Background: an optimization exercise with open tools, aiming at small area and a short achievable clock period. Do not read the settings as production practice. In this exercise RTL edits were held to simulation tests only and were not proved equivalent to the original. Power figures rest on the tool's default switching activity, not on a simulated workload.

$ cat design/flow/design.v
`timescale 1ns / 1ps
package dq_pkg;
  localparam int DEPTH_DEF      = 16;
  localparam int DATA_WIDTH_DEF = 32;
  localparam int CNT_W_DEF      = $clog2(DEPTH_DEF + 1);
  typedef enum logic [1:0] {
    MODE_PUSH_FRONT = 2'd0,
    MODE_PUSH_REAR  = 2'd1,
    MODE_POP_FRONT  = 2'd2,
    MODE_POP_REAR   = 2'd3
  } mode_t;
  typedef enum logic [1:0] {
    ST_OK    = 2'd0,
    ST_UNDER = 2'd1,
    ST_OVER  = 2'd2
  } status_t;
  typedef enum logic [2:0] {
    OP_HOLD       = 3'd0,
    OP_PUSH_FRONT = 3'd1,
    OP_PUSH_REAR  = 3'd2,
    OP_POP_FRONT  = 3'd3,
    OP_POP_REAR   = 3'd4
  } cell_op_t;
endpackage
`timescale 1ns / 1ps
module dq_cell #(
  parameter int DATA_WIDTH = dq_pkg::DATA_WIDTH_DEF
) (
  input  logic                  clk,
  input  logic                  rst,
  input  dq_pkg::cell_op_t      op,
  input  logic [DATA_WIDTH-1:0] push_word,
  input  logic [DATA_WIDTH-1:0] left_data,
  input  logic                  left_valid,
  input  logic [DATA_WIDTH-1:0] right_data,
  input  logic                  right_valid,
  output logic [DATA_WIDTH-1:0] data,
  output logic                  valid,
  output logic [DATA_WIDTH-1:0] tap
);
  logic [DATA_WIDTH-1:0] data_next;
  logic                  valid_next;
  always_comb begin
    data_next  = data;
    valid_next = valid;
    case (op)
      dq_pkg::OP_HOLD: begin
      end
      dq_pkg::OP_PUSH_FRONT: begin
        data_next  = left_data;
        valid_next = left_valid;
      end
      dq_pkg::OP_POP_FRONT: begin
        data_next  = right_data;
        valid_next = right_valid;
      end
      dq_pkg::OP_PUSH_REAR: begin
        if (!valid && left_valid) begin
          data_next  = push_word;
          valid_next = 1'b1;
        end
      end
      dq_pkg::OP_POP_REAR: begin
        if (valid && !right_valid) begin
          valid_next = 1'b0;
        end
      end
      default: begin
      end
    endcase
  end
  always_ff @(posedge clk) begin
    if (rst) begin
      valid <= 1'b0;
    end else begin
      valid <= valid_next;
    end
  end
  always_ff @(posedge clk) begin
    data <= data_next;
  end
  assign tap = (valid && !right_valid) ? data : '0;
endmodule
`timescale 1ns / 1ps
module double_ended_queue #(
  parameter int DEPTH      = dq_pkg::DEPTH_DEF,
  parameter int DATA_WIDTH = dq_pkg::DATA_WIDTH_DEF,
  parameter int CNT_W      = $clog2(DEPTH + 1)
) (
  input  logic                  clk,
  input  logic                  rst,
  input  logic                  req_valid,
  output logic                  req_ready,
  input  logic [1:0]            req_mode,
  input  logic [DATA_WIDTH-1:0] req_item_value,
  output logic                  rsp_valid,
  input  logic                  rsp_ready,
  output logic [DATA_WIDTH-1:0] rsp_popped_value,
  output logic [1:0]            rsp_status,
  output logic [CNT_W-1:0]      rsp_occupancy
);
  localparam logic [CNT_W-1:0] FULL_CNT = CNT_W'(DEPTH);
  logic [DEPTH*DATA_WIDTH-1:0] cell_data;
  logic [DEPTH-1:0]            cell_valid;
  logic [DEPTH*DATA_WIDTH-1:0] cell_tap;
  logic [DATA_WIDTH-1:0]       rear_word;
  logic [CNT_W-1:0]      count;
  logic [CNT_W-1:0]      count_next;
  logic                  fire;
  logic                  full;
  logic                  empty;
  dq_pkg::cell_op_t              op;
  logic [1:0]            mode;
  logic [DATA_WIDTH-1:0] popped_value_next;
  logic [1:0]            status_next;
  assign req_ready = !rsp_valid || rsp_ready;
  assign fire      = req_valid && req_ready;
  assign mode      = req_mode;
  assign full      = (count == FULL_CNT);
  assign empty     = (count == '0);
  always_comb begin
    rear_word = '0;
    for (int i = 0; i < DEPTH; i++) begin
      rear_word = rear_word | cell_tap[i*DATA_WIDTH +: DATA_WIDTH];
    end
  end
  always_comb begin
    op                = dq_pkg::OP_HOLD;
    count_next        = count;
    popped_value_next = '0;
    status_next       = dq_pkg::ST_OK;
    case (mode)
      dq_pkg::MODE_PUSH_FRONT, dq_pkg::MODE_PUSH_REAR: begin
        if (full) begin
          status_next = dq_pkg::ST_OVER;
        end else begin
          op         = (mode == dq_pkg::MODE_PUSH_FRONT) ? dq_pkg::OP_PUSH_FRONT : dq_pkg::OP_PUSH_REAR;
          count_next = count + 1'b1;
        end
      end
      dq_pkg::MODE_POP_FRONT, dq_pkg::MODE_POP_REAR: begin
        if (empty) begin
          status_next       = dq_pkg::ST_UNDER;
          popped_value_next = '1;
        end else if (mode == dq_pkg::MODE_POP_FRONT) begin
          op                = dq_pkg::OP_POP_FRONT;
          popped_value_next = cell_data[0 +: DATA_WIDTH];
          count_next        = count - 1'b1;
        end else begin
          op                = dq_pkg::OP_POP_REAR;
          popped_value_next = rear_word;
          count_next        = count - 1'b1;
        end
      end
      default: begin
      end
    endcase
    if (!fire) begin
      op = dq_pkg::OP_HOLD;
    end
  end
  for (genvar i = 0; i < DEPTH; i++) begin : g_cell
    logic [DATA_WIDTH-1:0] left_data;
    logic                  left_valid;
    logic [DATA_WIDTH-1:0] right_data;
    logic                  right_valid;
    if (i == 0) begin : g_first
      assign left_data  = req_item_value;
      assign left_valid = 1'b1;
    end else begin : g_inner_left
      assign left_data  = cell_data[(i-1)*DATA_WIDTH +: DATA_WIDTH];
      assign left_valid = cell_valid[i-1];
    end
    if (i == DEPTH - 1) begin : g_last
      assign right_data  = '0;
      assign right_valid = 1'b0;
    end else begin : g_inner_right
      assign right_data  = cell_data[(i+1)*DATA_WIDTH +: DATA_WIDTH];
      assign right_valid = cell_valid[i+1];
    end
    dq_cell #(
      .DATA_WIDTH (DATA_WIDTH)
    ) u_cell (
      .clk         (clk),
      .rst         (rst),
      .op          (op),
      .push_word   (req_item_value),
      .left_data   (left_data),
      .left_valid  (left_valid),
      .right_data  (right_data),
      .right_valid (right_valid),
      .data        (cell_data[i*DATA_WIDTH +: DATA_WIDTH]),
      .valid       (cell_valid[i]),
      .tap         (cell_tap[i*DATA_WIDTH +: DATA_WIDTH])
    );
  end
  always_ff @(posedge clk) begin
    if (rst) begin
      count     <= '0;
      rsp_valid <= 1'b0;
    end else begin
      if (fire) begin
        count     <= count_next;
        rsp_valid <= 1'b1;
      end else if (rsp_ready) begin
        rsp_valid <= 1'b0;
      end
    end
  end
  always_ff @(posedge clk) begin
    if (fire) begin
      rsp_popped_value <= popped_value_next;
      rsp_status       <= status_next;
      rsp_occupancy    <= count_next;
    end
  end
endmodule
$ cat design/flow/run.sh
#!/bin/bash
# synth_recipe.tcl (not shown) runs the flow's synth.tcl, then flattens the netlist and writes it again
# the make line also repeats each setting of config.mk as NAME=value (left out here)
make -C /OpenROAD-flow-scripts/flow DESIGN_CONFIG=/design/flow/config.mk WORK_HOME=/design/flow/orfs CLKGATE_MAP_FILE= SYNTH_SCRIPT=/design/flow/synth_recipe.tcl finish
$ cat design/flow/config.mk
export PLATFORM = sky130hd
export DESIGN_NAME = double_ended_queue
export DESIGN_NICKNAME = double_ended_queue
export VERILOG_FILES = /design/flow/design.v
export SDC_FILE = /design/flow/constraint.sdc
export NUM_CORES = 4
export LEC_CHECK = 0
export CAP_MARGIN = 20
export CORE_MARGIN = 2
export CORE_UTILIZATION = 40
export PLACE_DENSITY = 0.6
export SLEW_MARGIN = 20
$ cat design/flow/constraint.sdc
create_clock -name core_clock -period 3.5 [get_ports {clk}]
set_input_delay 0.7000 -clock core_clock [delete_from_list [all_inputs] [get_ports {clk}]]
set_output_delay 0.7000 -clock core_clock [all_outputs]
set_load 0.01 [all_outputs]
==> flow_metrics.tcl, run 1 <==
set metrics [dict create \
    status "finished clean" \
    hp-class "reg2reg" \
    synthCells 1975 \
    final_cell_mix "edfxtp_1 (551), a221o_1 (448), a22oi_1 (169)" \
    wl_per_cell_um 31.77 \
    synthesis.area_mm2 0.02764 \
    wl_um 92610 \
    ir_drop_v 0.0002673 \
    max_slew_margin_pct 38.81 \
    htreeDepth 3 \
    fp.dieH_um 266.9 \
    ctsHoldBuffers 0 \
    ys_ff_latch 573 \
    yosysTopAreaCell "edfxtp_1" \
    grt-ovfl-total 0 \
    seq_area_frac_synth_pct 61.46 \
    critical_path_class "reg2reg" \
    finalCriticalPeriod_ns 3.147 \
    drt_drc_violations_left 0 \
    vias 21270 \
    tightest_slew_ns 0.9178 \
    io_pins 79 \
    worstHoldStart "g_cell[0].u_cell.valid" \
    synth_top_area_share_pct 59.86 \
    worstPathMaxFanout 16 \
    synthFlopType "edfxtp_1" \
    r2r-start "count[0]" \
    grt_max_degree 196 \
    grt_pass1_wl_um 135100 \
    hold_path_end "g_cell[0].u_cell.valid" \
    clock-root-buffer "clkbuf_16" \
    setup_viol_count_final 0 \
    cap_violations 0 \
    clk_latency_ns 0.61 \
    r2r_end "g_cell[4].u_cell.data[8]" \
    grt_use_total_pct 25.45 \
    post_drt_via_cell_ratio 7.296 \
    clock_sinks 573 \
    cts_resized 0 \
    drt_iter0_markers 3582 \
    first_pass_iters 9 \
    fmax_mhz 317.8 \
    core-area_mm2 0.06847 \
    die_w_um 266.9 \
    cts_buffer_depth 3 \
    end_kind "flop" \
    clk_pin_slew_ns 0.06 \
    postLayoutSetupSlackWorst_ns 0.3534 \
    leakage_uw 0.01057 \
    fin_crit_sh_pct 89.90 \
    port_buffers 78 \
    place_congestion 0.8368 \
    cts_buffers 66 \
    regToRegSetupSlack_ns 0.35 \
    synth-async-reset-ratio_pct 0 \
    cts_setup_buffers 0 \
    final_common_cell "edfxtp_1" \
    grt_pass1_vias 20060 \
    final_layout_size_suffix_gt1_share_pct 14.86 \
    cts_tree "built" \
    netlist-cell-type-count 49 \
    tns_ns 0 \
    yosysWarnings 2 \
    maxSlewViolCount 0 \
    start_kind "flop" \
    nets 2025 \
    hpwl_um 53460 \
    synth-edff-count 551 \
    antenna_found_initial 0 \
    fp.dieArea_mm2 0.07122 \
    fin_hold_ws_ns 0.5209 \
    whs_path_depth 2 \
    syn-mean-instance-area_um2 13.99 \
    row_count 96 \
    skew_ns 0.02337 \
    initial_core_util_pct 40.37 \
    syn_nets 2015 \
    r2r.worst_path.cells 8 \
    powerDensity_mw_per_mm2 609.0 \
    rsz0062_at_grt "no" \
    ant_nets 0 \
    hold_violations 0 \
    syn_to_final_growth_pct 15.65 \
    required_ns 3.80 \
    arrival_ns 3.44 \
    yosys-top-cells-area "edfxtp_1 (60%), a221o_1 (16%), a22oi_1 (4.6%), clkbuf_1 (1.7%), dfxtp_1 (1.6%)" \
    dp_slack_ns 0.1530 \
]
## where the power goes
group,total [uW],switching [uW],internal (uW)
combinational,3510,2030,1480
sequential,9040,547,8500
clock,6910,2850,4060
## flip-flops by register name, indices dropped and copies added, names as in the netlist
register / flops
g_cell.u_cell.data: 512
g_cell.u_cell.valid: 16
rsp_popped_value: 32
count: 5
rsp_valid: 1
rsp_occupancy: 5
rsp_status: 2
## worst max-delay path by stage
| stage | start | to | cells past startpoint |
|---|---|---|---|
| 4_1_cts | count[0] | g_cell[4].u_cell.data[8] | 8 |
| 5_1_grt | count[0] | g_cell[4].u_cell.data[7] | 8 |
| 2_1_floorplan | rsp_ready | g_cell[10].u_cell.data[0] | 8 |
| 6_report | count[0] | g_cell[4].u_cell.data[8] | 8 |
| 3_3_place_gp | req_mode[0] | g_cell[12].u_cell.data[23] | 6 |
| 3_5_place_dp | req_mode[0] | g_cell[7].u_cell.data[9] | 7 |
## through the flow
stage          cells  util, %  instance area [um2]  power (uW)
4_1_cts         2914    46.68                31960       19490
3_5_place_dp    2799    43.63                29870       12590
5_1_grt         2914    46.68                31960       20050
6_report        2915    46.69                31960       19470
2_1_floorplan   1975        -                27740       11100
3_3_place_gp    2799    43.63                29870       12510
## synthesized netlist by cell type (33+ instances only)
cell	number
a21o_1	33
a21oi_1	45
a221o_1	448
a221oi_1	48
a22o_1	45
a22oi_1	169
and2_1	34
buf_2	75
clkbuf_1	127
edfxtp_1	551
nand4_1	42
nor2_1	46
## metal layers
metal | vias to the layer above | share of wire [%] | GRT usage [%]
met3 | 250 | 11 | 4.539
li1 | 8668 | - | -
met4 | 0 | 3.8 | 10.07
met1 | 10750 | 40 | 36.16
met2 | 1599 | 45 | 38.66
met5 | - | 0 | 0
## cells by family after synthesis
group                      Yosys count  share of synthesized area (%)
AOI/OAI and AO/OA                  856                          27.49
DFF                                573                          61.46
buffers and inverters              275                          4.871
and+or+nand+nor                    232                          4.627
muxes                               32                          1.304
xor gates and xnor gates             5                         0.1584
adders and majority gates            2                        0.09052
## critical path, cell delays in order, from the launching register on
cell	delay, ns
dfxtp_1	0.37
inv_1	0.20
ha_1	0.31
nor3b_4	0.40
a2111o_2	0.34
nor2_8	0.10
buf_12	0.20
a21oi_4	0.55
buf_4	0.34
## cell type report
cell class / count / area [um2]
Tap cell: 882 / 1104
Sequential cell: 573 / 16990
Inverter: 19 / 71.32
Clock inverter: 33 / 335.3
Timing Repair Buffer: 198 / 2127
Clock buffer: 82 / 1753
Fill cell: 6017 / 36500
Multi-Input combinational cell: 1127 / 9584
Antenna cell: 1 / 2.502
==> run 2, diff against run 1 <==
==> design/flow/design.v (replaced) <==
`timescale 1ns / 1ps
package dq_pkg;
  localparam int DEPTH_DEF      = 16;
  localparam int DATA_WIDTH_DEF = 32;
  localparam int CNT_W_DEF      = $clog2(DEPTH_DEF + 1);
endpackage
`timescale 1ns / 1ps
module double_ended_queue #(
  parameter int DEPTH      = dq_pkg::DEPTH_DEF,
  parameter int DATA_WIDTH = dq_pkg::DATA_WIDTH_DEF,
  parameter int CNT_W      = $clog2(DEPTH + 1)
) (
  input  logic                  clk,
  input  logic                  rst,
  input  logic                  req_valid,
  output logic                  req_ready,
  input  logic [1:0]            req_mode,
  input  logic [DATA_WIDTH-1:0] req_item_value,
  output logic                  rsp_valid,
  input  logic                  rsp_ready,
  output logic [DATA_WIDTH-1:0] rsp_popped_value,
  output logic [1:0]            rsp_status,
  output logic [CNT_W-1:0]      rsp_occupancy
);
  localparam logic [CNT_W-1:0] FULL_CNT = CNT_W'(DEPTH);
  logic [DATA_WIDTH-1:0] mem [DEPTH];
  logic [DEPTH-1:0]      head;      
  logic [DEPTH-1:0]      tail;      
  logic [DEPTH-1:0]      head_m1;   
  logic [DEPTH-1:0]      tail_m1;   
  logic [CNT_W-1:0]      count;
  logic fire, full, empty, push, pop, do_push, do_pop;
  logic [DEPTH-1:0]      rd_sel;
  logic [DATA_WIDTH-1:0] rd_word;
  assign req_ready     = !rsp_valid || rsp_ready;
  assign fire          = req_valid && req_ready;
  assign full          = (count == FULL_CNT);
  assign empty         = (count == '0);
  assign push          = !req_mode[1];
  assign pop           = req_mode[1];
  assign do_push       = fire && push && !full;
  assign do_pop        = fire && pop && !empty;
  assign rsp_occupancy = count;
  assign head_m1 = {head[0], head[DEPTH-1:1]};
  assign tail_m1 = {tail[0], tail[DEPTH-1:1]};
  assign rd_sel = req_mode[0] ? tail_m1 : head;
  always_comb begin
    rd_word = '0;
    for (int i = 0; i < DEPTH; i++) begin
      rd_word = rd_word | ({DATA_WIDTH{rd_sel[i]}} & mem[i]);
    end
  end
  for (genvar i = 0; i < DEPTH; i++) begin : g_word
    logic we;
    assign we = do_push && (req_mode[0] ? tail[i] : head_m1[i]);
    always_ff @(posedge clk) begin
      if (we) mem[i] <= req_item_value;
    end
  end
  always_ff @(posedge clk) begin
    if (rst) begin
      head      <= DEPTH'(1);
      tail      <= DEPTH'(1);
      count     <= '0;
      rsp_valid <= 1'b0;
    end else begin
      if (do_push) begin
        if (req_mode[0]) tail <= {tail[DEPTH-2:0], tail[DEPTH-1]};
        else             head <= head_m1;
        count <= count + 1'b1;
      end
      if (do_pop) begin
        if (req_mode[0]) tail <= tail_m1;
        else             head <= {head[DEPTH-2:0], head[DEPTH-1]};
        count <= count - 1'b1;
      end
      if (fire)           rsp_valid <= 1'b1;
      else if (rsp_ready) rsp_valid <= 1'b0;
    end
  end
  always_ff @(posedge clk) begin
    if (fire) begin
      rsp_popped_value <= pop ? (empty ? '1 : rd_word) : '0;
      rsp_status       <= (push && full) ? 2'd2 : ((pop && empty) ? 2'd1 : 2'd0);
    end
  end
endmodule
==> flow_metrics.tcl, run 2 <==
set metrics [dict create \
    status "finished clean" \
    first_pass_iters 6 \
    hp-class "reg2reg" \
    io_pins 79 \
    die_w_um 237.7 \
    htreeDepth 2 \
    synth-async-reset-ratio_pct 0 \
    final_layout_size_suffix_gt1_share_pct 14.51 \
    drt_drc_violations_left 0 \
    setup_viol_count_final 0 \
    top_regs "mem x512, rsp_popped_value x32, head x15" \
    slowest_stage "nor4_4" \
    synth_top_area_share_pct 75.03 \
    crit_cells 10 \
    fin_area_mm2 0.02555 \
    crit_path_start "count[0]" \
    timing.critical_path.to "count[4]" \
    fin_crit_sh_pct 76.34 \
    clock_sinks 584 \
    ys_ff_latch 584 \
    fp.dieArea_mm2 0.05652 \
    fp.dieH_um 237.7 \
    p_comb_share_pct 10.6 \
    grt-ovfl-total 0 \
    place_congestion 0.7576 \
    wl_um 57290 \
    fin_hold_ws_ns 0.5033 \
    syn-mean-instance-area_um2 18.09 \
    grt_pass1_vias 12140 \
    whs_path_depth 2 \
    hpwl_um 28770 \
    arrival_ns 3.17 \
    syn_to_final_growth_pct 16.94 \
    place_area_mm2 0.02374 \
    port_buffers 78 \
    max_stage_delay_ns 0.42 \
    core-area_mm2 0.05392 \
    synthFlopType "edfxtp_1" \
    synthCells 1208 \
    final_common_cell "edfxtp_1" \
    syn_nets 1250 \
    finalCriticalPeriod_ns 2.672 \
    antenna_found_initial 3 \
    cts_setup_buffers 0 \
    power.internal_uw 11940 \
    tightest_slew_ns 1.109 \
    leakage_uw 0.008079 \
    required_ns 4.00 \
    regToRegSetupSlack_ns 0.83 \
    critical_path_class "reg2reg" \
    seqPwrFrac_pct 51.0 \
    cap_violations 0 \
    finalPower_uw 15670 \
    grt_use_total_pct 20.40 \
    synthesis.area_mm2 0.02185 \
    worstPathMaxFanout 6 \
    ant_nets 0 \
    yosysWarnings 2 \
    r2r.worst_path.cells 10 \
    clk_latency_ns 0.61 \
    row_count 85 \
    final_cell_mix "edfxtp_1 (546), a22o_1 (117), a221oi_1 (91)" \
    clock-root-buffer "clkbuf_16" \
    wl_per_cell_um 27.78 \
    clk_pin_slew_ns 0.06 \
    skew_ns 0.02066 \
    ctsHoldBuffers 0 \
    end_kind "flop" \
    initial_core_util_pct 40.53 \
    ir_drop_v 0.0003622 \
    crit_path_frequent_cell "o21ai_0" \
    powerDensity_mw_per_mm2 613.1 \
    synth_most_common_cell "edfxtp_1" \
    cts_tree "built" \
    synth-edff-count 546 \
    netlist-cell-type-count 53 \
    cp_cell_sequence "nor4_4 -> a21oi_2 -> nand2_1 -> inv_1 -> ha_1 -> nor2b_1 -> o21ai_0 -> and4_1 -> o21ai_0 -> a221oi_1" \
    largest_reg_flops 512 \
    nets 1363 \
    yosys-top-cells-area "edfxtp_1 (75%), a22o_1 (4.7%), a221oi_1 (3.6%), dfxtp_1 (3.5%), a22oi_1 (1.5%)" \
    maxSlewViolCount 0 \
    rsz0062_at_grt "no" \
    seq_area_frac_synth_pct 78.51 \
    max_slew_margin_pct 25.80 \
    critPathTopFamily "simple AND/OR/NAND/NOR gates" \
    cts_resized 0 \
    p_sw_uw 3726 \
    r2r-start "count[0]" \
    grt_pass1_wl_um 84010 \
    post_drt_via_cell_ratio 5.988 \
    crit_buf_inv 1 \
    cts_buffers 57 \
    ys_top_cells_by_count "edfxtp_1 (546), a22o_1 (118), a221oi_1 (91)" \
    pwr-share-clk_pct 38.4 \
    vias 12350 \
    p_sw_share_pct 23.78 \
    r2r_end "count[4]" \
    tns_ns 0 \
    hold_violations 0 \
    top_register "mem" \
    cts_buffer_depth 3 \
    start_kind "flop" \
    drt_iter0_markers 1334 \
    yosysTopAreaCell "edfxtp_1" \
    fmax_mhz 374.3 \
    grt_max_degree 38 \
]
run 2: metrics by stage:
step | setup WS [ns] | utilization, % | std cells
2_1_floorplan | 0.05545 | - | 1208
3_3_place_gp | 0.2476 | 44.02 | 1958
3_5_place_dp | 0.1998 | 44.02 | 1958
4_1_cts | 0.8362 | 47.39 | 2061
5_1_grt | 0.4813 | 47.39 | 2062
6_report | 0.8281 | 47.39 | 2062
run 2: worst register-to-register path, stage by stage, from the launching register on:
cell and delay (ns):
dfxtp_1 0.39, nor4_4 0.42, a21oi_2 0.12, nand2_1 0.11
inv_1 0.08, ha_1 0.32, nor2b_1 0.14, o21ai_0 0.36
and4_1 0.24, o21ai_0 0.08, a221oi_1 0.30
run 2: worst min-delay path by stage:
stage | endpoint | slack (ns) | startpoint
5_1_grt | flop | 0.52 | flop
3_3_place_gp | flop | 0.49 | flop
3_5_place_dp | flop | 0.49 | flop
2_1_floorplan | flop | 0.48 | flop
6_report | flop | 0.50 | flop
4_1_cts | flop | 0.50 | flop
run 2: logic make-up (layout without fill, tap and decap cells):
| kind of cell | after synthesis | count (layout) | share of synthesized area [%] |
|---|---|---|---|
| buffers and inverters | 84 | 241 | 2.256 |
| flip-flops | 584 | 584 | 78.51 |
| adder cells (fa/ha/maj) | 4 | 4 | 0.2634 |
| AND/OR/NAND/NOR | 150 | 150 | 3.407 |
| multiplexers | 28 | 28 | 1.523 |
| AO/OA/AOI/OAI | 354 | 354 | 13.88 |
| other | 0 | 1 | 0 |
| XOR/XNOR | 4 | 4 | 0.1603 |
run 2: layer usage:
layer	track usage, %	routed length, um	part of all wire [%]	vias to the layer above
li1	-	-	-	5304
met1	27.93	23900	42	6471
met2	34.16	28170	49	496
met3	2.857	4074	7.1	72
met4	5.775	1120	2.0	4
met5	0	25	0.044	-
run 2: layout make-up:
cell class,instances,area (um2)
Fill cell,4426,28370
Clock buffer,75,1494
Sequential cell,584,17160
Antenna cell,1,2.502
Timing Repair Buffer,127,1331
Inverter,11,45.04
Multi-Input combinational cell,540,4332
Tap cell,696,870.8
Clock inverter,28,321.6
run 2: power by group through the flow:
stage          sequential [uW]  clock, uW  combinational, uW
2_1_floorplan             8120          0                944
3_3_place_gp              8130          0               1650
3_5_place_dp              8140          0               1660
4_1_cts                   7990       6090               1670
5_1_grt                   8010       6350               1780
6_report                  7990       6020               1660
==> run 3, diff against run 2 <==
--- a/design/flow/design.v
+++ b/design/flow/design.v
@@ -24,3 +24,2 @@
 );
-  localparam logic [CNT_W-1:0] FULL_CNT = CNT_W'(DEPTH);
   logic [DATA_WIDTH-1:0] mem [DEPTH];
@@ -31,3 +30,6 @@
   logic [CNT_W-1:0]      count;
-  logic fire, full, empty, push, pop, do_push, do_pop;
+  logic                  empty;
+  logic fire, full, push, pop, do_push, do_pop;
+  logic [CNT_W-1:0]      count_inc, count_dec;
+  logic                  at_one;
   logic [DEPTH-1:0]      rd_sel;
@@ -36,4 +38,3 @@
   assign fire          = req_valid && req_ready;
-  assign full          = (count == FULL_CNT);
-  assign empty         = (count == '0);
+  assign full          = count[CNT_W-1];
   assign push          = !req_mode[1];
@@ -43,2 +44,5 @@
   assign rsp_occupancy = count;
+  assign count_inc = count + 1'b1;
+  assign count_dec = count - 1'b1;
+  assign at_one    = (count == CNT_W'(1));
   assign head_m1 = {head[0], head[DEPTH-1:1]};
@@ -64,2 +68,3 @@
       count     <= '0;
+      empty     <= 1'b1;
       rsp_valid <= 1'b0;
@@ -69,3 +74,4 @@
         else             head <= head_m1;
-        count <= count + 1'b1;
+        count <= count_inc;
+        empty <= 1'b0;
       end
@@ -74,3 +80,4 @@
         else             head <= {head[DEPTH-2:0], head[DEPTH-1]};
-        count <= count - 1'b1;
+        count <= count_dec;
+        empty <= at_one;
       end
==> flow_metrics.tcl, run 3 <==
set metrics [dict create \
    grt_use_total_pct 20.10 \
    netlist-cell-type-count 43 \
    fin_hold_ws_ns 0.4394 \
    r2r.worst_path.cells 5 \
    largest_reg_flops 512 \
    cts_setup_buffers 0 \
    ys_ff_latch 585 \
    fin_crit_sh_pct 75.78 \
    whs_path_depth 2 \
    cts_buffers 58 \
    leakage_uw 0.007949 \
    initial_core_util_pct 40.37 \
    fmax_mhz 377.0 \
    worstHoldStart "req_mode[1]" \
    first_pass_iters 5 \
    fin_cells 2052 \
    core-area_mm2 0.05371 \
    drt_drc_violations_left 0 \
    rsz0062_at_grt "no" \
    hold_path_end "rsp_status[1]" \
    regArea_mm2 0.01718 \
    critical_path_class "in2out" \
    syn_nets 1249 \
    final_cell_mix "edfxtp_1 (546), a22oi_1 (145), clkdlybuf4s50_1 (76)" \
    hpwl_um 28860 \
    cp_cell_sequence "clkdlybuf4s50_1 -> nand2b_1 -> clkdlybuf4s50_1" \
    synthesis.area_mm2 0.02168 \
    r2r-start "tail[0]" \
    hp-class "in2reg" \
    tightest_slew_ns 0.9774 \
    clock_sinks 585 \
    top_regs "mem x512, rsp_popped_value x32, head x15" \
    grt_pass1_vias 12030 \
    wl_per_cell_um 27.57 \
    grt_pass1_wl_um 82680 \
    place_congestion 0.7868 \
    nFillCells 4470 \
    worstPathMaxFanout 7 \
    port_buffers 78 \
    cts_resized 0 \
    wl_um 56570 \
    multi_input_area_mm2 0.004235 \
    yosys-top-cells-area "edfxtp_1 (76%), a22oi_1 (5.0%), dfxtp_1 (3.6%), a22o_1 (1.9%), a221oi_2 (1.7%)" \
    required_ns 2.80 \
    synthCells 1208 \
    vias 12150 \
    grt_max_degree 35 \
    final_layout_size_suffix_gt1_share_pct 13.86 \
    ys_top_cells_by_count "edfxtp_1 (546), a22oi_1 (145), nor2_1 (49)" \
    yosysWarnings 2 \
    grt-ovfl-total 0 \
    yosysTopAreaCell "edfxtp_1" \
    synth_top_area_share_pct 75.62 \
    arrival_ns 1.95 \
    die_w_um 236.8 \
    antenna_cells 0 \
    crit_path_frequent_cell "clkdlybuf4s50_1" \
    antenna_found_initial 0 \
    ant_nets 0 \
    status "finished clean" \
    maxSlewViolCount 0 \
    start_kind "primary input" \
    max_slew_margin_pct 34.84 \
    critPathTopFamily "buffers and inverters" \
    r2r_end "rsp_popped_value[30]" \
    max_stage_delay_ns 0.58 \
    syn-mean-instance-area_um2 17.95 \
    skew_ns 0.01955 \
    cap_violations 0 \
    clock-root-buffer "clkbuf_16" \
    cts_buffer_depth 3 \
    post_drt_via_cell_ratio 5.923 \
    drt_iter0_markers 1498 \
    powerDensity_mw_per_mm2 563.6 \
    synth-async-reset-ratio_pct 0 \
    final_common_cell "edfxtp_1" \
    clk_pin_slew_ns 0.06 \
    syn_to_final_growth_pct 17.21 \
    hold_violations 0 \
    regToRegSetupSlack_ns 1.21 \
    fp.dieH_um 236.8 \
    fp.dieArea_mm2 0.05608 \
    synth-edff-count 546 \
    finalCriticalPeriod_ns 2.652 \
    htreeDepth 2 \
    ir_drop_v 0.0003848 \
    placed_cells 1952 \
    cts_tree "built" \
    setup_viol_count_final 0 \
    nets 1357 \
    finalPower_uw 14320 \
    synthFlopType "edfxtp_1" \
    crit_buf_inv 2 \
    row_count 85 \
    end_kind "primary output" \
    clk_latency_ns 0.62 \
    top_register "mem" \
    io_pins 79 \
    ctsHoldBuffers 0 \
    slowest_stage "clkdlybuf4s50_1" \
    seq_area_frac_synth_pct 79.22 \
    synth_most_common_cell "edfxtp_1" \
]
run 3: cell count changes in the layout (fill, tap and decap cells not counted), sizes merged, moves of 13 or more:
cell | previous run | this run
a22oi | 45 | 145
a221oi | 106 | 33
a22o | 118 | 46
nand2 | 45 | 5
o21a | 0 | 33
a222oi | 0 | 32
a31oi | 32 | 0
nand3 | 5 | 35
a21oi | 11 | 37
nand4 | 6 | 32
and3 | 26 | 3
a311oi | 14 | 1
mux2i | 13 | 26
run 3: stage by stage:
step	worst slack, ns	util, %	cell area (um2)	TNS, ns
2_1_floorplan	-0.008139	-	21680	-0.5186
3_3_place_gp	0.4329	44.05	23660	0
3_5_place_dp	0.4332	44.05	23660	0
4_1_cts	0.8404	47.32	25410	0
5_1_grt	0.7924	47.32	25410	0
6_report	0.8476	47.32	25410	0
run 3: cells by family after synthesis:
family | synth area share, %
AO/OA/AOI/OAI | 13.39
XOR/XNOR | 0.08081
adder cells (fa/ha/maj) | 0.1731
buffers and inverters | 1.870
flip-flops | 79.22
multiplexers | 2.083
AND/OR/NAND/NOR | 3.180
run 3: layout make-up:
cell class | count | share of cell area, %
clock buffer | 74 | 6.031
clock inverter | 26 | 0.8764
inverter | 4 | 0.05908
multi-input combinational | 539 | 16.67
sequential | 585 | 67.59
tap | 696 | 3.427
timing repair buffer | 128 | 5.347
run 3: where the power goes:
part / total, uW / leakage [uW] / switching, uW / internal, uW
clock network: 5840 / 0.000849 / 2540 / 3300
logic: 694 / 0.00184 / 436 / 258
registers: 7790 / 0.00526 / 49.3 / 7740
run 3: worst max-delay path by stage:
stage / startpoint / to / slack, ns / depth (start not counted)
2_1_floorplan: rsp_ready / mem[13][0] / -0.008 / 5
3_3_place_gp: req_mode[0] / rsp_popped_value[25] / 0.43 / 6
3_5_place_dp: req_mode[0] / rsp_popped_value[30] / 0.43 / 6
4_1_cts: rsp_ready / req_ready / 0.84 / 3
5_1_grt: rsp_ready / req_ready / 0.79 / 3
6_report: rsp_ready / req_ready / 0.85 / 3
run 3: routing by layer:
layer / track usage (%) / routed length (um) / vias up
li1: - / - / 5262
met2: 32.91 / 27210 / 519
met3: 2.495 / 3910 / 84
met5: 0 / 0 / -
met1: 28.39 / 24180 / 6289
met4: 5.850 / 1271 / 0
==> run 4, diff against run 3 <==
--- a/design/flow/config.mk
+++ b/design/flow/config.mk
@@ -9,4 +9,5 @@
 export CORE_MARGIN = 2
-export CORE_UTILIZATION = 40
-export PLACE_DENSITY = 0.6
+export CORE_UTILIZATION = 60
+export PLACE_DENSITY = 0.7
+export SETUP_SLACK_MARGIN = 1.5
 export SLEW_MARGIN = 20
==> flow_metrics.tcl, run 4 <==
set metrics [dict create \
    wl_met1_um 22880 \
    cap_violations 0 \
    yosysTopAreaCell "edfxtp_1" \
    required_ns 3.84 \
    ys_top_cells_by_count "edfxtp_1 (546), a22oi_1 (145), nor2_1 (49)" \
    maxSlewViolCount 0 \
    synth-edff-count 546 \
    status "finished clean" \
    fin_crit_sh_pct 58.30 \
    synth-async-reset-ratio_pct 0 \
    first_pass_iters 8 \
    max_stage_delay_ns 0.39 \
    max_slew_margin_pct 37.08 \
    synthCells 1208 \
    wl_um 61250 \
    final_cell_mix "edfxtp_1 (546), a22oi_1 (143), clkbuf_16 (58)" \
    largest_reg_flops 512 \
    vias 12860 \
    clock_sinks 585 \
    met3_length_um 7149 \
    end_kind "flop" \
    antenna_found_initial 3 \
    initial_core_util_pct 60.95 \
    skew_ns 0.01710 \
    grt_use_total_pct 31.66 \
    nets 1387 \
    clk_latency_ns 0.60 \
    cp_cell_sequence "buf_16 -> buf_12 -> mux2_2 -> buf_12 -> a222oi_1 -> nand4_1 -> o21a_1" \
    ys_ff_latch 585 \
    critical_path_class "in2reg" \
    powerDensity_mw_per_mm2 555.1 \
    yosysWarnings 2 \
    tightest_slew_ns 0.9409 \
    hp-class "in2reg" \
    post_drt_via_cell_ratio 6.932 \
    syn-mean-instance-area_um2 17.95 \
    grt_pass1_vias 12670 \
    place_congestion 0.7729 \
    core-area_mm2 0.03557 \
    clock-root-buffer "clkbuf_16" \
    die_w_um 194.1 \
    fp.dieArea_mm2 0.03767 \
    io_pins 79 \
    arrival_ns 2.38 \
    cts_buffers 55 \
    fmax_mhz 490.1 \
    worstPathMaxFanout 32 \
    crit_path_frequent_cell "buf_12" \
    ir_drop_v 0.0005541 \
    dr.max_layer_used "met5" \
    htreeDepth 2 \
    row_count 69 \
    cts_tree "built" \
    final_layout_size_suffix_gt1_share_pct 18.04 \
    grt_pass1_wl_um 85590 \
    seq_area_frac_synth_pct 79.22 \
    synth_top_area_share_pct 75.62 \
    wl_per_cell_um 33.02 \
    hold_violations 0 \
    grt_max_degree 35 \
    start_kind "primary input" \
    netlist-cell-type-count 43 \
    drt_iter0_markers 1948 \
    cts_buffer_depth 3 \
    leakage_uw 0.008329 \
    setup_viol_count_final 0 \
    top_register "mem" \
    port_buffers 78 \
    finalCriticalPeriod_ns 2.040 \
    final_common_cell "edfxtp_1" \
    hpwl_um 26190 \
    top_regs "mem x512, rsp_popped_value x32, head x15" \
    fp.dieH_um 194.1 \
    final_util_pct 72.56 \
    clk_pin_slew_ns 0.06 \
    grt-ovfl-total 0 \
    syn_to_final_growth_pct 19.03 \
    slowest_stage "a222oi_1" \
    rsz0062_at_grt "yes" \
    wl_met2_um 28830 \
    synthFlopType "edfxtp_1" \
    ant_nets 0 \
    yosys-top-cells-area "edfxtp_1 (76%), a22oi_1 (5.0%), dfxtp_1 (3.6%), a22o_1 (1.9%), a221oi_2 (1.7%)" \
    tns_ns 0 \
    syn_nets 1249 \
    synthesis.area_mm2 0.02168 \
    drt_drc_violations_left 0 \
    synth_most_common_cell "edfxtp_1" \
]
## run 4: cell count changes in the layout (fill, tap and decap cells not counted), sizes merged
| cell | delta |
|---|---|
| clkinv | +8 |
| clkinvlp | -2 |
| clkdlybuf4s50 | -43 |
| diode | +3 |
| clkbuf | +2 |
| dlygate4sd2 | +19 |
| clkdlybuf4s15 | +13 |
| mux2 | +14 |
| dlymetal6s2s | +2 |
| buf | +20 |
| bufinv | +2 |
## run 4: final timing paths
kind | to | depth (start not counted) | startpoint | slack, ns
worst max-delay path | rsp_popped_value[11] | 7 | req_mode[0] | 1.46
worst min-delay path | flop | 3 | req_mode[0] | 0.44
worst max register to register | rsp_popped_value[11] | 5 | flop | 1.54
worst min register to register | empty | 1 | count[3] | 0.48
## run 4: cells by family after synthesis
family	Yosys count	synth area share (%)
flops	585	79.22
mux	41	2.083
simple gates	139	3.180
compound gates	354	13.39
buf+inv	84	1.870
fa+ha+maj	3	0.1731
xor+xnor	2	0.08081
## run 4: critical path: cells and delay by family
family,cells,cell delay [ns]
compound gates,2,0.58
buf+inv,3,0.54
mux,1,0.36
simple gates,1,0.17
## run 4: stage by stage
| step | worst slack [ns] | area, um2 | power (uW) | instances | hold WS (ns) |
|---|---|---|---|---|---|
| floorplan | 1.216 | 22080 | 8290 | 1208 | 0.4876 |
| global placement | 0.4647 | 23380 | 8593 | 1707 | 0.5380 |
| detailed placement | 0.4088 | 23380 | 8611 | 1707 | 0.5345 |
| CTS | 1.231 | 25450 | 14270 | 1832 | 0.4750 |
| global route | 1.482 | 25800 | 14640 | 1853 | 0.4473 |
| finish | 1.460 | 25810 | 14320 | 1855 | 0.4449 |
## run 4: layer usage
layer,up-vias,track usage [%]
li1,5356,-
met1,6471,43.34
met2,871,50.47
met3,158,6.679
met4,2,12.54
met5,-,0
## run 4: layout make-up
class	count	area, um2
sequential	585	17200
fill	2191	9762
multi-input combinational	553	4652
timing repair buffer	147	1650
clock buffer	68	1425
tap	461	576.8
clock inverter	34	281.5
inverter	4	15.01
antenna	3	7.507
## run 4: what timing repair did
action / in CTS / in global routing
setup buffers: 15 / 11
gates resized for setup: 96 / 39
hold buffers: 0 / 0
endpoints found under the setup margin: 492 / 146
gates cloned: 8 / 9
pin swaps: 5 / 5
## run 4: where the power goes
part	internal (uW)	switching, uW	leakage, uW
clock network	3250	2510	0.000835
registers	7740	60.9	0.00527
logic	295	476	0.00223
total	11300	3040	0.00833
==> run 5, diff against run 4 <==
==> design/flow/flow/run.sh (new file) <==
#!/bin/bash
# the standard layout with three changes: sizing may swap a cell for one of
# another footprint (so slow port buffers can become fast ones), the clock
# tree clusters up to 24 flip-flops per leaf buffer, and it adds no dummy
# loads. every tool's output stays in the orfs/logs folder; make's own
# output goes to standard.log.
set -euo pipefail
CTS="-sink_clustering_enable -repair_clock_nets -buf_list sky130_fd_sc_hd__clkbuf_16"
CTS="$CTS -sink_clustering_size 24 -sink_clustering_max_diameter 80 -dont_use_dummy_load"
bash standard.sh MATCH_CELL_FOOTPRINT=0 "CTS_ARGS=$CTS" finish > standard.log 2>&1
==> design/flow/standard.sh (new file) <==
#!/bin/bash
# synth_recipe.tcl (not shown) runs the flow's synth.tcl, then flattens the netlist and writes it again
# the make line also repeats each setting of config.mk as NAME=value (left out here)
make -C /OpenROAD-flow-scripts/flow DESIGN_CONFIG=/design/flow/config.mk WORK_HOME=/design/flow/orfs CLKGATE_MAP_FILE= SYNTH_SCRIPT=/design/flow/synth_recipe.tcl "${@:-finish}"
--- a/design/flow/config.mk
+++ b/design/flow/config.mk
@@ -9,5 +9,5 @@
 export CORE_MARGIN = 2
-export CORE_UTILIZATION = 60
-export PLACE_DENSITY = 0.7
-export SETUP_SLACK_MARGIN = 1.5
+export CORE_UTILIZATION = 55
+export PLACE_DENSITY = 0.65
+export SETUP_SLACK_MARGIN = 2.0
 export SLEW_MARGIN = 20
removed: design/flow/run.sh
==> flow_metrics.tcl, run 5 <==
set metrics [dict create \
    top_regs "mem x512, rsp_popped_value x32, head x15" \
    p_sw_share_pct 22.19 \
    start_kind "primary input" \
    arrival_ns 2.42 \
    clock_sinks 585 \
    final_layout_size_suffix_gt1_share_pct 30.21 \
    critical_path_class "in2reg" \
    syn_to_final_growth_pct 27.26 \
    io_pins 79 \
    status "finished clean" \
    ant_nets 0 \
    clk_pin_slew_ns 0.10 \
    worstHoldStart "head[1]" \
    synth-edff-count 546 \
    vias 14460 \
    crit_path_start "req_mode[0]" \
    grt_max_degree 35 \
    grt-ovfl-total 0 \
    post_drt_via_cell_ratio 7.332 \
    grt_pass1_wl_um 104500 \
    die_w_um 202.5 \
    synth-async-reset-ratio_pct 0 \
    top_register "mem" \
    wl_um 77930 \
    seqPwrFrac_pct 63.5 \
    tightest_slew_ns 0.7086 \
    clock-root-buffer "clkbuf_16" \
    postLayoutSetupSlackWorst_ns 1.444 \
    fp.dieArea_mm2 0.04102 \
    ys_ff_latch 585 \
    fin_crit_sh_pct 58.74 \
    final_cell_mix "edfxtp_1 (546), a22oi_1 (125), buf_12 (67)" \
    largest_reg_flops 512 \
    hp-class "reg2reg" \
    cts_buffer_depth 3 \
    pwr-share-clk_pct 28.6 \
    fin_cells 1972 \
    power.internal_uw 9546 \
    synthFlopType "edfxtp_1" \
    worstPathMaxFanout 8 \
    drt_drc_violations_left 0 \
    rsz0062_at_grt "yes" \
    cts_buffers 28 \
    first_pass_iters 6 \
    hold_violations 0 \
    place_congestion 0.7714 \
    netlist-cell-type-count 43 \
    hpwl_um 26050 \
    tns_ns 0 \
    seq_area_frac_synth_pct 79.22 \
    grt_use_total_pct 37.12 \
    yosys-top-cells-area "edfxtp_1 (76%), a22oi_1 (5.0%), dfxtp_1 (3.6%), a22o_1 (1.9%), a221oi_2 (1.7%)" \
    core-area_mm2 0.03874 \
    final_common_cell "edfxtp_1" \
    antenna_found_initial 2 \
    dp_slack_ns 0.4796 \
    row_count 72 \
    end_kind "flop" \
    cap_violations 0 \
    maxSlewViolCount 0 \
    crit_buf_inv 4 \
    port_buffers 78 \
    ctsHoldBuffers 0 \
    fp.dieH_um 202.5 \
    cp_cell_sequence "buf_16 -> buf_12 -> buf_8 -> mux2_4 -> buf_6 -> a222oi_1 -> nand4_1 -> o21a_1" \
    setup_viol_count_final 0 \
    wl_per_cell_um 39.52 \
    critPathTopFamily "compound AO/OA/AOI/OAI gates" \
    skew_ns 0.03433 \
    grt_pass1_vias 13450 \
    fmax_mhz 486.4 \
    leakage_uw 0.008979 \
    synth_top_area_share_pct 75.62 \
    syn-mean-instance-area_um2 17.95 \
    ir_drop_v 0.0003998 \
    synthCells 1208 \
    nets 1496 \
    powerDensity_mw_per_mm2 444.6 \
    syn_nets 1249 \
    synth_most_common_cell "edfxtp_1" \
    slowest_stage "a222oi_1" \
    finalCriticalPeriod_ns 2.056 \
    yosysTopAreaCell "edfxtp_1" \
    drt_iter0_markers 2401 \
    max_stage_delay_ns 0.42 \
    required_ns 3.86 \
    max_slew_margin_pct 52.76 \
    initial_core_util_pct 55.97 \
    clk_latency_ns 0.61 \
    htreeDepth 1 \
    placed_cells 1758 \
    ys_top_cells_by_count "edfxtp_1 (546), a22oi_1 (145), nor2_1 (49)" \
    p_comb_share_pct 7.9 \
    p_sw_uw 2722 \
    cts_tree "built" \
    synthesis.area_mm2 0.02168 \
    fin_hold_ws_ns 0.5669 \
    yosysWarnings 2 \
]
[run 5: cell counts after synthesis]
No cell type changed its count.
[run 5: layout make-up]
cell class	count	area [um2]
diodes	1	2.502
clock buffers	28	700.7
fillers	2354	11150
inverters	4	15.01
multi-input cells	565	5236
flip-flops and latches	585	17240
well taps	518	648.1
repair buffers	271	3751
[run 5: path summary, 6_finish.rpt]
kind / to / depth (start not counted) / slack [ns]
worst min-delay path: head[2] / 2 / 0.57
worst min register to register: head[2] / 2 / 0.57
worst max-delay path: rsp_popped_value[2] / 8 / 1.44
worst max register to register: rsp_popped_value[2] / 5 / 1.53
[run 5: per-stage QoR]
step / utilization [%] / power [uW] / instance area [um2]
6_report: 71.23 / 12270 / 27590
5_1_grt: 71.22 / 12490 / 27590
4_1_cts: 69.48 / 12140 / 26910
3_5_place_dp: 60.32 / 8606 / 23370
3_3_place_gp: 60.32 / 8592 / 23370
2_1_floorplan: - / 8291 / 22100
[run 5: worst min-delay path, stage by stage, from the launching register on]
cell,delay [ns]
dfxtp_1,0.36
nor2_1,0.12
a211oi_1,0.06
[run 5: cell families (layout without fill, tap and decap cells)]
kind of cell / count (synthesis) / in the layout / share of synthesized area (%)
other cells: 0 / 1 / 0
simple gates: 139 / 142 / 3.180
compound gates: 354 / 355 / 13.39
fa+ha+maj: 3 / 3 / 0.1731
buf+inv: 84 / 303 / 1.870
xor+xnor: 2 / 2 / 0.08081
mux: 41 / 63 / 2.083
flops: 585 / 585 / 79.22
[run 5: timing repair]
action	in CTS	in global routing
endpoints found under the hold margin	0	0
gates resized for setup	285	71
pin swaps	91	47
setup buffers	85	19
endpoints found under the setup margin	657	623
cloned	72	9
[run 5: routing by layer]
| metal | vias up | GRT usage, % | part of all wire, % |
|---|---|---|---|
| li1 | 5558 | - | - |
| met1 | 7206 | 48.47 | 33 |
| met2 | 1340 | 56.53 | 44 |
| met3 | 350 | 11.41 | 15 |
| met4 | 4 | 19.55 | 7.5 |
| met5 | - | 0 | 0.036 |
[run 5: power groups by stage]
stage,clock (uW),combinational (uW),sequential [uW]
after global routing,3700,991,7790
after floorplan,0,358,7930
after detailed placement,0,673,7930
after CTS,3470,883,7780
final,3510,965,7790
after global placement,0,660,7930
==> run 6, diff against run 5 <==
--- a/design/flow/config.mk
+++ b/design/flow/config.mk
@@ -11,3 +11,3 @@
 export PLACE_DENSITY = 0.65
-export SETUP_SLACK_MARGIN = 2.0
+export SETUP_SLACK_MARGIN = 1.7
 export SLEW_MARGIN = 20
==> flow_metrics.tcl, run 6 <==
set metrics [dict create \
    drt_iter0_markers 1800 \
    largest_reg_flops 512 \
    status "finished clean" \
    placed_cells 1763 \
    post_drt_via_cell_ratio 6.879 \
    clock-root-buffer "clkbuf_16" \
    ant_nets 0 \
    yosys-top-cells-area "edfxtp_1 (76%), a22oi_1 (5.0%), dfxtp_1 (3.6%), a22o_1 (1.9%), a221oi_2 (1.7%)" \
    row_count 72 \
    initial_core_util_pct 55.97 \
    hpwl_um 26670 \
    antenna_found_initial 3 \
    final_layout_size_suffix_gt1_share_pct 22.82 \
    top_register "mem" \
    worstPathMaxFanout 8 \
    worstHoldStart "req_mode[0]" \
    hold_path_end "tail[15]" \
    critPathTopFamily "compound AO/OA/AOI/OAI gates" \
    core-area_mm2 0.03874 \
    synth_most_common_cell "edfxtp_1" \
    r2r.worst_path.cells 6 \
    tns_ns 0 \
    end_kind "flop" \
    grt_max_degree 40 \
    top_regs "mem x512, rsp_popped_value x32, head x15" \
    ctsHoldBuffers 0 \
    start_kind "flop" \
    final_cell_mix "edfxtp_1 (546), a22oi_1 (141), buf_4 (69)" \
    syn_to_final_growth_pct 17.32 \
    fp.dieArea_mm2 0.04102 \
    drt_drc_violations_left 0 \
    ys_top_cells_by_count "edfxtp_1 (546), a22oi_1 (145), nor2_1 (49)" \
    cts_buffer_depth 3 \
    die_w_um 202.5 \
    grt_pass1_wl_um 90600 \
    synthCells 1208 \
    fin_cells 1887 \
    max_slew_margin_pct 47.78 \
    synthesis.area_mm2 0.02168 \
    synth_top_area_share_pct 75.62 \
    hp-class "in2reg" \
    nets 1410 \
    netlist-cell-type-count 43 \
    io_pins 79 \
    yosysTopAreaCell "edfxtp_1" \
    fp.dieH_um 202.5 \
    wl_per_cell_um 33.74 \
    ys_ff_latch 585 \
    r2r_end "rsp_popped_value[10]" \
    grt-ovfl-total 0 \
    yosysWarnings 2 \
    cts_buffers 28 \
    cts_tree "built" \
    clk_pin_slew_ns 0.10 \
    clock_sinks 585 \
    slowest_stage "dfxtp_4" \
    final_common_cell "edfxtp_1" \
    htreeDepth 1 \
    finalCriticalPeriod_ns 1.956 \
    syn_nets 1249 \
    grt_use_total_pct 31.27 \
    syn-mean-instance-area_um2 17.95 \
    required_ns 3.86 \
    skew_ns 0.03603 \
    maxSlewViolCount 0 \
    synthFlopType "edfxtp_1" \
    cp_cell_sequence "mux2_4 -> buf_8 -> a22o_1 -> a221oi_2 -> nand4_1 -> o21a_1" \
    fin_crit_sh_pct 55.88 \
    wl_um 63670 \
    fmax_mhz 511.3 \
    port_buffers 78 \
    rsz0062_at_grt "yes" \
    leakage_uw 0.008161 \
    seq_area_frac_synth_pct 79.22 \
    synth-edff-count 546 \
    setup_viol_count_final 0 \
    powerDensity_mw_per_mm2 472.4 \
    critical_path_class "reg2reg" \
    hold_violations 0 \
    max_stage_delay_ns 0.37 \
    crit_buf_inv 1 \
    arrival_ns 2.31 \
    r2r-start "head[14]" \
    whs_path_depth 3 \
    place_congestion 0.7608 \
    vias 12980 \
    ir_drop_v 0.0003886 \
    first_pass_iters 6 \
    clk_latency_ns 0.59 \
    synth-async-reset-ratio_pct 0 \
    cap_violations 0 \
    tightest_slew_ns 0.7833 \
    grt_pass1_vias 12720 \
    regToRegSetupSlack_ns 1.54 \
]
-- run 6: worst max-delay path by stage --
stage,start,cells past startpoint,to
after global routing,head[14],6,rsp_popped_value[10]
after detailed placement,req_mode[0],6,rsp_popped_value[5]
final,head[14],6,rsp_popped_value[10]
after CTS,head[14],6,rsp_popped_value[17]
after floorplan,req_mode[1],6,mem[0][0]
after global placement,req_mode[0],6,rsp_popped_value[26]
-- run 6: metal layers --
metal  GRT usage (%)  wire [um]  vias up
li1                -          -     5345
met1           43.81      23640     6610
met2           49.85      30030      861
met3           5.602       7437      162
met4           11.34       2542        2
met5               0         17        -
-- run 6: power by group --
group | switching [uW] | total, uW | internal [uW] | leakage [uW]
clock network | 1990 | 3420 | 1430 | 0.000345
registers | 49.6 | 7770 | 7720 | 0.00528
logic | 506 | 827 | 321 | 0.00254
-- run 6: cell type report --
cell class	count	area, um2
well taps	518	648.1
fillers	2634	13300
flip-flops and latches	585	17250
multi-input cells	560	4863
diodes	2	5.005
inverters	4	15.01
clock buffers	28	700.7
repair buffers	190	1953
-- run 6: tightest hold or removal path, stage by stage --
cell and delay, ns:
clkbuf_16 0.14, buf_12 0.11, a221oi_1 0.07
-- run 6: logic make-up after synthesis --
group | after synthesis | synth area share [%]
AO/OA/AOI/OAI | 354 | 13.39
XOR/XNOR | 2 | 0.08081
adder cells (fa/ha/maj) | 3 | 0.1731
buffers and inverters | 84 | 1.870
flip-flops | 585 | 79.22
multiplexers | 41 | 2.083
AND/OR/NAND/NOR | 139 | 3.180
-- run 6: stage by stage --
step / setup slack (ns) / hold WS (ns) / util [%] / power [uW] / area [um2]
finish: 1.544 / 0.4804 / 65.67 / 12020 / 25440
global route: 1.465 / 0.4708 / 65.65 / 12340 / 25430
CTS: 1.553 / 0.4489 / 65.22 / 12020 / 25260
detailed placement: 0.3140 / 0.5216 / 60.43 / 8612 / 23410
global placement: 0.3847 / 0.5076 / 60.43 / 8597 / 23410
floorplan: 1.250 / 0.4845 / - / 8290 / 22090
-- run 6: repair_timing --
item | CTS | global route
gates cloned | 24 | 2
endpoints found under the setup margin | 655 | 126
pin swaps | 40 | 26
buffers inserted | 61 | 7
resized for setup | 182 | 21
==> run 7, diff against run 6 <==
--- a/design/flow/config.mk
+++ b/design/flow/config.mk
@@ -13 +13,2 @@
 export SLEW_MARGIN = 20
+export TNS_END_PERCENT = 0
==> flow_metrics.tcl, run 7 <==
set metrics [dict create \
    status "finished clean" \
    hp-class "reg2reg" \
    yosys-top-cells-area "edfxtp_1 (76%), a22oi_1 (5.0%), dfxtp_1 (3.6%), a22o_1 (1.9%), a221oi_2 (1.7%)" \
    syn-mean-instance-area_um2 17.95 \
    skew_ns 0.01067 \
    nets 1359 \
    powerDensity_mw_per_mm2 481.0 \
    top_register "mem" \
    clock-root-buffer "clkbuf_16" \
    post_drt_via_cell_ratio 6.766 \
    syn_nets 1249 \
    fp.dieH_um 202.5 \
    netlist-cell-type-count 43 \
    syn_to_final_growth_pct 15.14 \
    worstPathMaxFanout 16 \
    drt_drc_violations_left 0 \
    ys_ff_latch 585 \
    hpwl_um 25850 \
    hold_violations 0 \
    synth-edff-count 546 \
    fin_area_mm2 0.02496 \
    wl_per_cell_um 32.77 \
    crit_path_start "req_mode[0]" \
    maxSlewViolCount 0 \
    end_kind "flop" \
    max_slew_margin_pct 54.70 \
    core-area_mm2 0.03874 \
    wl_um 60130 \
    critical_path_class "in2reg" \
    clk_latency_ns 0.59 \
    ctsHoldBuffers 0 \
    final_cell_mix "edfxtp_1 (546), a22oi_1 (145), a22o_1 (46)" \
    fp.dieArea_mm2 0.04102 \
    top_regs "mem x512, rsp_popped_value x32, head x15" \
    rsz0062_at_grt "yes" \
    vias 12420 \
    worstHoldStart "count[4]" \
    critPathTopFamily "compound AO/OA/AOI/OAI gates" \
    first_pass_iters 6 \
    largest_reg_flops 512 \
    r2r-start "head[14]" \
    start_kind "primary input" \
    grt.met3_usage_pct 3.933 \
    die_w_um 202.5 \
    fmax_mhz 508.4 \
    grt-ovfl-total 0 \
    seq_area_frac_synth_pct 79.22 \
    arrival_ns 2.31 \
    ir_drop_v 0.0004737 \
    htreeDepth 1 \
    setup_viol_count_final 0 \
    clk_pin_slew_ns 0.09 \
    place_area_mm2 0.02339 \
    grt_util_met2_pct 45.69 \
    cts_tree "built" \
    tightest_slew_ns 0.6795 \
    synthFlopType "edfxtp_1" \
    synthesis.area_mm2 0.02168 \
    finalCriticalPeriod_ns 1.967 \
    row_count 72 \
    final_common_cell "edfxtp_1" \
    tns_ns 0 \
    ant_nets 0 \
    synth-async-reset-ratio_pct 0 \
    antenna_found_initial 1 \
    grt_use_total_pct 28.31 \
    yosysWarnings 2 \
    nFillCells 2727 \
    cts_buffer_depth 3 \
    crit_buf_inv 3 \
    cp_cell_sequence "buf_16 -> buf_8 -> mux2_4 -> buf_12 -> a22o_1 -> a221oi_2 -> nand4_1 -> o21a_1" \
    cap_violations 0 \
    grt-busiest-layer "met2" \
    initial_core_util_pct 55.97 \
    synthCells 1208 \
    drt_iter0_markers 1755 \
    grt_util_met1_pct 40.79 \
    clock_sinks 585 \
    final_layout_size_suffix_gt1_share_pct 15.12 \
    ys_top_cells_by_count "edfxtp_1 (546), a22oi_1 (145), nor2_1 (49)" \
    synth_most_common_cell "edfxtp_1" \
    cts_buffers 28 \
    grt_max_degree 40 \
    synth_top_area_share_pct 75.62 \
    port_buffers 78 \
    slowest_stage "mux2_4" \
    regToRegSetupSlack_ns 1.56 \
    required_ns 3.84 \
    regArea_mm2 0.01720 \
    multi_input_area_mm2 0.004556 \
    yosysTopAreaCell "edfxtp_1" \
    max_stage_delay_ns 0.36 \
    place_congestion 0.7353 \
    grt_pass1_vias 11750 \
    io_pins 79 \
    grt_pass1_wl_um 82670 \
    fin_crit_sh_pct 56.20 \
    leakage_uw 0.008192 \
]
run 7: through the flow:
step                power, uW  worst slack (ns)  hold WS, ns  instances  utilization [%]
global placement         8594            0.5033       0.5147       1764            60.37
floorplan                8273             1.249       0.4845       1208                -
global route            12320             1.502       0.5386       1835            64.44
CTS                     11970             1.524       0.4941       1809            63.51
detailed placement       8609            0.4356       0.5257       1764            60.37
finish                  12010             1.533       0.5083       1835            64.44
run 7: power by group:
part	internal, uW	switching, uW
Combinational	311	468
Clock	1430	2020
Sequential	7730	53.6
run 7: path summary, 6_finish.rpt:
kind,end,cells past startpoint
min,count[4],1
min reg2reg,count[4],1
max reg2reg,rsp_popped_value[17],6
max,rsp_popped_value[17],8
run 7: routing by layer:
layer | vias to the layer above | part of all wire [%]
met5 | - | 0
met4 | 0 | 3.1
met3 | 116 | 9.5
met2 | 681 | 48
met1 | 6379 | 39
li1 | 5240 | -
run 7: cells by family after synthesis:
family	share of synthesized area, %
AOI/OAI and AO/OA	13.39
xor gates and xnor gates	0.08081
adders and majority gates	0.1731
buffers and inverters	1.870
DFF	79.22
muxes	2.083
and+or+nand+nor	3.180
run 7: area by class of cell:
| cell class | count | share of cell area, % |
|---|---|---|
| Tap cell | 518 | 2.596 |
| Inverter | 4 | 0.06015 |
| Multi-Input combinational cell | 549 | 18.25 |
| Clock buffer | 28 | 2.807 |
| Sequential cell | 585 | 68.90 |
| Antenna cell | 1 | 0.01002 |
| Timing Repair Buffer | 150 | 7.378 |
run 7: repair_timing:
| item | CTS | global route |
|---|---|---|
| hold endpoints to repair | 0 | 0 |
| buffers inserted | 10 | 19 |
| pin swaps | 2 | 5 |
| gates resized for setup | 88 | 28 |
| endpoints found under the setup margin | 621 | 596 |
| gates cloned | 7 | 6 |
==> run 8, diff against run 7 <==
--- a/design/flow/config.mk
+++ b/design/flow/config.mk
@@ -11,3 +11,3 @@
 export PLACE_DENSITY = 0.65
-export SETUP_SLACK_MARGIN = 1.7
+export SETUP_SLACK_MARGIN = 1.85
 export SLEW_MARGIN = 20
==> flow_metrics.tcl, run 8 <==
set metrics [dict create \
    finalCriticalPeriod_ns 1.942 \
    cp_cell_sequence "buf_16 -> buf_6 -> buf_4 -> mux2_4 -> a221oi_2 -> nand4_1 -> o21a_1" \
    cap_violations 0 \
    initial_core_util_pct 55.97 \
    final_common_cell "edfxtp_1" \
    grt_use_total_pct 29.88 \
    largest_reg_flops 512 \
    hp-class "in2reg" \
    p_comb_share_pct 6.5 \
    row_count 72 \
    ir_drop_v 0.0004751 \
    top_register "mem" \
    fp.dieArea_mm2 0.04102 \
    postLayoutSetupSlackWorst_ns 1.558 \
    synthesis.area_mm2 0.02168 \
    r2r.worst_path.cells 5 \
    synth-adder-area-share_pct 0.1731 \
    antenna_found_initial 1 \
    yosys-top-cells-area "edfxtp_1 (76%), a22oi_1 (5.0%), dfxtp_1 (3.6%), a22o_1 (1.9%), a221oi_2 (1.7%)" \
    clk_latency_ns 0.59 \
    first_pass_iters 6 \
    yosysTopAreaCell "edfxtp_1" \
    core-area_mm2 0.03874 \
    synth_most_common_cell "edfxtp_1" \
    p_sw_share_pct 21.21 \
    drt_iter0_markers 1732 \
    arrival_ns 2.30 \
    critical_path_class "in2reg" \
    worstPathMaxFanout 32 \
    cts_buffers 28 \
    start_kind "primary input" \
    fp.dieH_um 202.5 \
    pwr-share-clk_pct 28.7 \
    nets 1366 \
    synthSimpleGateAreaFrac_pct 3.180 \
    hpwl_um 25850 \
    synth_top_area_share_pct 75.62 \
    setup_viol_count_final 0 \
    syn-mean-instance-area_um2 17.95 \
    yosysWarnings 2 \
    final_cell_mix "edfxtp_1 (546), a22oi_1 (145), a22o_1 (46)" \
    ant_nets 0 \
    grt-ovfl-total 0 \
    cts_buffer_depth 3 \
    end_kind "flop" \
    grt_util_met1_pct 42.23 \
    post_drt_via_cell_ratio 6.817 \
    synth-async-reset-ratio_pct 0 \
    tightest_slew_ns 0.6831 \
    max_stage_delay_ns 0.54 \
    seq_area_frac_synth_pct 79.22 \
    leakage_uw 0.008188 \
    ctsHoldBuffers 0 \
    wl_per_cell_um 33.24 \
    fin_crit_sh_pct 55.49 \
    clock_sinks 585 \
    whs_path_depth 3 \
    drt_drc_violations_left 0 \
    synth_top_family_by_area "compound AO/OA/AOI/OAI gates" \
    status "finished clean" \
    netlist-cell-type-count 43 \
    grt_pass1_wl_um 86340 \
    grt.met3_usage_pct 4.398 \
    required_ns 3.86 \
    grt_util_met2_pct 48.75 \
    grt-busiest-layer "met2" \
    maxSlewViolCount 0 \
    grt_max_degree 40 \
    ys_top_cells_by_count "edfxtp_1 (546), a22oi_1 (145), nor2_1 (49)" \
    synth_compound_area_share_pct 13.39 \
    skew_ns 0.01230 \
    syn_to_final_growth_pct 15.41 \
    htreeDepth 1 \
    grt_pass1_vias 12000 \
    synth-edff-count 546 \
    clk_pin_slew_ns 0.09 \
    power.internal_uw 9467 \
    seqPwrFrac_pct 64.8 \
    io_pins 79 \
    ys_ff_latch 585 \
    synthFlopType "edfxtp_1" \
    synth_xor_area_share_pct 0.08079 \
    powerDensity_mw_per_mm2 480.2 \
    place_congestion 0.7353 \
    syn_nets 1249 \
    fin_hold_ws_ns 0.4569 \
    synthCells 1208 \
    rsz0062_at_grt "yes" \
    vias 12560 \
    hold_violations 0 \
    synth_mux_area_share_pct 2.083 \
    p_sw_uw 2548 \
    tns_ns 0 \
    final_layout_size_suffix_gt1_share_pct 16.25 \
    cts_tree "built" \
    die_w_um 202.5 \
    port_buffers 78 \
    clock-root-buffer "clkbuf_16" \
    max_slew_margin_pct 54.46 \
    slowest_stage "mux2_4" \
    wl_um 61220 \
    top_regs "mem x512, rsp_popped_value x32, head x15" \
    dp_slack_ns 0.4356 \
    fmax_mhz 514.9 \
]
-- run 8: cell counts after synthesis --
Identical to the previous run, type by type.
-- run 8: worst paths after layout --
path          startpoint              endpoint  slack [ns]
max          req_mode[0]  rsp_popped_value[31]        1.56
min          req_mode[0]                  flop        0.46
max reg2reg      head[8]  rsp_popped_value[17]        1.58
min reg2reg     count[3]                 empty        0.50
-- run 8: per-stage QoR --
stage                     total power (uW)  std cells  util [%]  area (um2)
after floorplan                       8273       1208         -       21900
after global placement                8594       1764     60.37       23390
after detailed placement              8609       1764     60.37       23390
after CTS                            12010       1830     64.23       24880
after global routing                 12330       1842     64.60       25020
final                                12020       1842     64.60       25020
-- run 8: metal layers --
layer | share of wire [%] | routed length [um] | vias up
met2 | 48 | 29570 | 710
met1 | 39 | 23720 | 6478
li1 | - | - | 5248
met4 | 3.4 | 2056 | 0
met5 | 0 | 0 | -
met3 | 9.6 | 5872 | 120
-- run 8: area by class of cell --
cell class	instances	area [um2]
Tap cell	518	648.1
Antenna cell	1	2.502
Timing Repair Buffer	154	1842
Clock buffer	28	700.7
Multi-Input combinational cell	552	4616
Inverter	4	15.01
Fill cell	2737	13710
Sequential cell	585	17200
-- run 8: kinds of logic (layout without fill, tap and decap cells) --
group / after synthesis / count (layout)
AO/OA/AOI/OAI: 354 / 354
XOR/XNOR: 2 / 2
adder cells (fa/ha/maj): 3 / 3
buffers and inverters: 84 / 186
flip-flops: 585 / 585
multiplexers: 41 / 54
other: 0 / 1
AND/OR/NAND/NOR: 139 / 139
-- run 8: power groups by stage --
| stage | registers (uW) | logic (uW) | clock network [uW] |
|---|---|---|---|
| 6_report | 7780 | 786 | 3450 |
| 5_1_grt | 7790 | 831 | 3700 |
| 4_1_cts | 7780 | 763 | 3460 |
| 3_5_place_dp | 7930 | 678 | 0 |
| 3_3_place_gp | 7930 | 663 | 0 |
| 2_1_floorplan | 7930 | 341 | 0 |
-- run 8: what timing repair did --
| item | CTS | global route |
|---|---|---|
| setup endpoints to repair | 657 | 192 |
| pin swaps | 3 | 11 |
| gates cloned | 16 | 2 |
| setup buffers | 22 | 9 |
| resized for setup | 119 | 11 |
-- run 8: worst max-delay path: cells and delay by family --
family / cells / cell delay (ns)
compound gates: 2 / 0.52
buf+inv: 3 / 0.39
mux: 1 / 0.54
simple gates: 1 / 0.13

## static timing again, ports no longer ideal
The results above use ideal ports. As a check the final layouts listed here were re-extracted and re-timed, cells and wires unchanged. Step 1 (the two cells are an assumption about what drives the block):
set clk [get_ports {clk}]
set_driving_cell -lib_cell sky130_fd_sc_hd__clkbuf_16 $clk
set_driving_cell -lib_cell sky130_fd_sc_hd__buf_2 [delete_from_list [all_inputs] $clk]
Step 2 adds t to the input delays and takes it off the output delays; t is the mean of the earliest and latest rising clock arrival at the registers after step 1. Input paths then give back, and output paths get back, about the clock's delay inside the block. Slacks: ideal ports / drivers / drivers and shift; pairs: ideal ports / drivers.
| run | shift t [ns] | setup WS [ns] | clock arrival spread, ns |
|---|---|---|---|
| run 1 | 0.659 | 0.353 / 0.353 / 0.095 | 0.026 / 0.026 |
| run 2 | 0.657 | 0.828 / 0.828 / 0.207 | 0.022 / 0.022 |
| run 3 | 0.666 | 0.848 / 0.812 / 0.356 | 0.020 / 0.020 |
| run 4 | 0.645 | 1.460 / 1.355 / 0.709 | 0.019 / 0.019 |
| run 5 | 0.651 | 1.444 / 1.404 / 0.753 | 0.042 / 0.042 |
| run 6 | 0.631 | 1.544 / 1.432 / 0.801 | 0.037 / 0.036 |
| run 7 | 0.641 | 1.533 / 1.441 / 0.799 | 0.013 / 0.013 |
| run 8 | 0.641 | 1.558 / 1.431 / 0.790 | 0.016 / 0.016 |
After both steps setup and hold are still met in every run listed. For run 8, which loses most, drivers alone change the setup slack by -0.127 ns; drivers and shift together by -0.768 ns.
